Background: an optimization exercise with open tools, aiming at small area, a short achievable clock period and few clock cycles per item. Do not read the settings as production practice. The RTL was checked by simulation tests, not by an equivalence proof against the original design.

<file path="flow/design.v">
package bch_542_pkg;
    localparam int MSG_W = 512;
    localparam int PAR_W = 30;
    localparam int CW_W  = 542;
    localparam int M     = 10;
    localparam logic [M:0] PRIM_POLY = 11'h409;
    localparam logic [PAR_W:0] GEN_POLY = 31'h50A91113;
    localparam logic [PAR_W-1:0] G_LOW = GEN_POLY[PAR_W-1:0];
    function automatic logic [PAR_W-1:0] lfsr_step_n(input logic [PAR_W-1:0] rem,
                                                     input logic [255:0] data, input int n);
        logic [PAR_W-1:0] r;
        logic             fb;
        r = rem;
        for (int i = 255; i >= 0; i--) begin
            if (i < n) begin
                fb = r[PAR_W-1] ^ data[i];
                r  = {r[PAR_W-2:0], 1'b0} ^ (fb ? G_LOW : '0);
            end
        end
        lfsr_step_n = r;
    endfunction
endpackage
import bch_542_pkg::*;
module bch_par_lfsr
#(
    parameter int BEAT_W = 128
) (
    input  logic [PAR_W-1:0]  rem_i,
    input  logic [BEAT_W-1:0] data_i,
    output logic [PAR_W-1:0]  rem_o
);
    logic [PAR_W-1:0] r;
    logic             fb;
    always_comb begin
        r = rem_i;
        for (int i = BEAT_W - 1; i >= 0; i--) begin
            fb = r[PAR_W-1] ^ data_i[i];
            r  = {r[PAR_W-2:0], 1'b0} ^ (fb ? G_LOW : '0);
        end
        rem_o = r;
    end
endmodule
import bch_542_pkg::*;
module bch_encoder_seq
#(
    parameter int BEAT_W = 128
) (
    input  logic              clk,
    input  logic              rst_n,
    input  logic              in_valid,
    output logic              in_ready,
    input  logic [BEAT_W-1:0] in_data,
    output logic              out_valid,
    input  logic              out_ready,
    output logic [CW_W-1:0]   out_codeword,
    output logic              busy
);
    localparam int NB    = MSG_W / BEAT_W;
    localparam int CNT_W = $clog2(NB);
    typedef enum logic [1:0] {ST_IDLE, ST_ACCUM, ST_OUT} enc_state_e;
    enc_state_e         state_q;
    logic [CNT_W-1:0]   beat_cnt_q;
    logic [PAR_W-1:0]   rem_q, rem_d, rem_src;
    logic [MSG_W-1:0]   msg_buf_q, msg_d;
    logic [CW_W-1:0]    cw_q, cw_d, inj;
    logic               out_valid_q, last;
    assign inj = '0;
    assign rem_src = (state_q == ST_IDLE) ? '0 : rem_q;
    bch_par_lfsr #(.BEAT_W(BEAT_W)) u_lfsr (
        .rem_i  (rem_src),
        .data_i (in_data),
        .rem_o  (rem_d)
    );
    assign msg_d = {msg_buf_q[MSG_W-BEAT_W-1:0], in_data};
    assign cw_d  = {msg_d, rem_d} ^ inj;
    assign last  = (beat_cnt_q == CNT_W'(NB - 1));
    always_ff @(posedge clk or negedge rst_n) begin
        if (!rst_n) begin
            state_q     <= ST_IDLE;
            beat_cnt_q  <= '0;
            rem_q       <= '0;
            msg_buf_q   <= '0;
            cw_q        <= '0;
            out_valid_q <= 1'b0;
        end else begin
            case (state_q)
                ST_IDLE: if (in_valid) begin
                    rem_q      <= rem_d;
                    msg_buf_q  <= msg_d;
                    beat_cnt_q <= CNT_W'(1);
                    state_q    <= ST_ACCUM;
                end
                ST_ACCUM: if (in_valid) begin
                    rem_q      <= rem_d;
                    msg_buf_q  <= msg_d;
                    beat_cnt_q <= beat_cnt_q + CNT_W'(1);
                    if (last) begin
                        state_q     <= ST_OUT;
                        out_valid_q <= 1'b1;
                        cw_q        <= cw_d;
                    end
                end
                ST_OUT: if (out_ready) begin
                    state_q     <= ST_IDLE;
                    out_valid_q <= 1'b0;
                end
                default: state_q <= ST_IDLE;
            endcase
        end
    end
    assign in_ready     = (state_q != ST_OUT);
    assign busy         = (state_q != ST_IDLE);
    assign out_valid    = out_valid_q;
    assign out_codeword = cw_q;
endmodule
</file>
<file path="flow/run.sh">
#!/bin/bash
# synth_recipe.tcl (not shown) runs the flow's synth.tcl, then flattens the netlist and writes it again
# the make line also repeats each setting of config.mk as NAME=value (left out here)
make -C /OpenROAD-flow-scripts/flow DESIGN_CONFIG=/design/flow/config.mk WORK_HOME=/design/flow/orfs CLKGATE_MAP_FILE= SYNTH_SCRIPT=/design/flow/synth_recipe.tcl finish
</file>
<file path="flow/config.mk">
export PLATFORM = sky130hd
export DESIGN_NAME = bch_encoder_seq
export DESIGN_NICKNAME = bch_encoder_seq
export VERILOG_FILES = /design/flow/design.v
export SDC_FILE = /design/flow/constraint.sdc
export NUM_CORES = 4
export LEC_CHECK = 0
export CAP_MARGIN = 20
export CORE_MARGIN = 2
export CORE_UTILIZATION = 40
export SLEW_MARGIN = 20
</file>
<file path="flow/constraint.sdc">
create_clock -name core_clock -period 14.0 [get_ports {clk}]
set_input_delay 2.8000 -clock core_clock [delete_from_list [all_inputs] [get_ports {clk}]]
set_output_delay 2.8000 -clock core_clock [all_outputs]
set_load 0.01 [all_outputs]
</file>
==> notes.md <==
-- worst min-delay path, delay by kind of cell, from the launching register on --
family,cells,cell delay [ns]
flops,1,0.36
simple gates,2,0.10
-- worst max path at each step --
stage                 start  endpoint
3_3_place_gp   in_data[118]   cw_q[2]
6_report       in_data[127]  rem_q[2]
5_1_grt        in_data[127]  rem_q[2]
3_5_place_dp   in_data[118]   cw_q[2]
2_1_floorplan  in_data[124]  cw_q[19]
4_1_cts        in_data[118]  rem_q[2]
-- metrics by stage --
| stage | cells | TNS (ns) |
|---|---|---|
| finish | 6795 | 0 |
| global route | 6794 | 0 |
| CTS | 6792 | 0 |
| detailed placement | 6604 | -17.08 |
| global placement | 6604 | -17.04 |
| floorplan | 4006 | 0 |
-- final cells by class --
| class | instances | share of cell area, % |
|---|---|---|
| Multi-Input combinational cell | 2866 | 39.09 |
| Sequential cell | 961 | 36.65 |
| Timing Repair Buffer | 1121 | 15.62 |
| Clock buffer | 148 | 4.568 |
| Tap cell | 1650 | 3.146 |
| Clock inverter | 40 | 0.8866 |
| Inverter | 7 | 0.04004 |
| Antenna cell | 2 | 0.007626 |
-- timing repair --
action                     CTS  global route
setup endpoints to repair    0            56
resized for setup            0             8
hold endpoints to repair     0             0
-- per-layer routing --
layer / GRT usage, % / vias to the layer above / share of wire [%]
li1: - / 15232 / -
met1: 29.01 / 16070 / 43
met2: 36.27 / 671 / 48
met3: 4.198 / 214 / 5.0
met4: 8.500 / 2 / 3.7
met5: 0 / - / 0.0092
-- flip-flops by register name, summed over array words and instances (netlist names) --
signal,flops
rem_q,30
state_q,2
beat_cnt_q,2
msg_buf_q,384
cw_q,542
out_valid_q,1
-- cells by family after synthesis --
| kind of cell | share of synthesized area [%] |
|---|---|
| fa+ha+maj | 0.02488 |
| mux | 11.40 |
| compound gates | 0.7937 |
| xor+xnor | 29.26 |
| simple gates | 9.330 |
| flops | 47.82 |
| buf+inv | 1.378 |
-- layout by cell type, fill, tap and decap left out, types with 23 or more instances in the layout --
cell	n
nand2_1	1219
xnor2_1	447
clkbuf_8	23
xnor2_2	28
mux2_2	509
clkdlybuf4s50_1	675
xor3_1	61
dfrtp_1	961
buf_4	434
clkbuf_16	104
o21ai_0	62
xnor3_2	27
xnor3_1	285
xor2_1	161
==> results.ini <==
[synthesis]
synth_edf_count = 0
yosysMostFrequentCell = nand2_1
synth_fp_nets = 4139
synth_seq_cells = 961
synth_top_area_cell = dfrtp_1
syn_inst = 4006
avgSynthCellArea_sq_um = 12.55
synthTopCellsByCount = 1219 x nand2_1, 961 x dfrtp_1, 509 x mux2_2
ys_seq_area_share_pct = 47.82
syn_area_sq_mm = 0.05029
synthTopCellsByArea = dfrtp_1 48%, xnor3_1 13%, mux2_2 11%
ys_warn_count = 2
synth_top_area_share_pct = 47.82
synth-main-ff-cell = dfrtp_1
synth.distinct_cells = 32
synthArstFlopShare_pct = 100.0

[finish]
seqCellArea_sq_mm = 0.02405
num-nets-final = 5192
drive_gt1_share_pct = 23.43
multi_input_area_sq_mm = 0.02565
final_core_util_pct = 52.40
fillCellCount = 10958
final_area_sq_mm = 0.06562
area_growth_pct = 30.49

[critical_path]
start_kind = primary input
cp_num_buf_inv = 10
r2r_end = rem_q[2]
worstSetupPathType = primary input to flip-flop
reg2reg_depth = 33
worst_path_max_delay_cell = clkdlybuf4s50_1
cp_top_family = XOR/XNOR gates
path_depth = 36
crit_path_end_kind = flip-flop
crit_arrival_ns = 14.30
critical_path_peak_fanout = 5
required_ns = 14.64
rrSetupSlack_ns = 1.81
r2r-start = state_q[1]
cp_slowest_stage_delay_ns = 0.55
cpMostUsedCell = xnor3_1

[clock_network]
clk_pin_slew_worst_paths_ns = 0.06
clockBufferDepth = 3
clk_latency_ns = 0.73
post-cts-setup-buffer-count = 0
clkSinkCount = 961
cts_buffers = 102
clock-root-buffer = clkbuf_16
holdBufCountCts = 0
cts_max_level = 3
cts_tree = yes

[sta]
timing.hold.ws_ns = 0.4649
drv_slew = 0
fmax_ghz = 0.07324
setup_viol = 0
post-route-period-util_pct = 97.52
skew_ns = 0.04078
maxSlewHeadroom_pct = 11.38
worst_slew_pin_slew_ns = 1.329
fin_crit_ns = 13.65
rsz0062_at_grt = false
finalWorstSetupSlack_ns = 0.3470
hold_viol_final = 0

[routing]
drtIter0Drc = 1950
routed-via-count = 32189
wire_per_inst_um = 20.89
drt-total-wl_um = 141900
drt_pass1_iterations = 7
ant_nets = 0
avgViaCountPerCell = 4.737
drc = 0

[min_path]
min_path_type = flip-flop to flip-flop
hold_path_depth = 2
worstHoldEndpoint = msg_buf_q[257]
worstHoldStart = msg_buf_q[129]

[floorplanning]
die-area_sq_mm = 0.1286
die_width_um = 358.6
row_count = 130
fp.coreArea_sq_mm = 0.1252
io_pins = 677
start_util_pct = 40.15
die_h_um = 358.6

[run]
cap_violations = 0

[global_route]
overflow = 0
grt_antenna_before_repair = 3
first_global_vias = 33271
grt_usage_pct = 22.08
grt_first_pass_wirelength_um = 212800
grt_max_degree = 189

[placement]
dp_hpwl_um = 104800
gp_congestion = 0.8781
io_buffers = 676
pre_cts_ws_ns = -0.4317
place_area_sq_mm = 0.06195

[outcome]
status = finished clean

Testbench counts, summed over its fixed seeds: cycles 2,560, items 512.

[afterwards: timing with drivers on the ports]
How much do the figures lean on ideal ports? The routed layout below was timed once more, with nothing changed but the port constraints. Step 1, drivers: a clkbuf_16 drives clk and a buf_2 each remaining input, both assumed. Step 2 times the ports against the registers' clock, not the clock port: input delays grow and output delays shrink by t, the midpoint of the rising clock arrivals with the driver on. Three values: ideal ports, drivers, drivers and shift; two values: the first two.
shift t [ns]: 0.777
setup slack, ns: 0.347 / 0.397 / -0.380
worst hold slack (ns): 0.465 / 0.465 / 0.465
Met with ideal ports but missed after step 2: setup timing in this run. For this run, drivers alone change the setup slack by +0.050 ns; drivers and shift together by -0.727 ns.
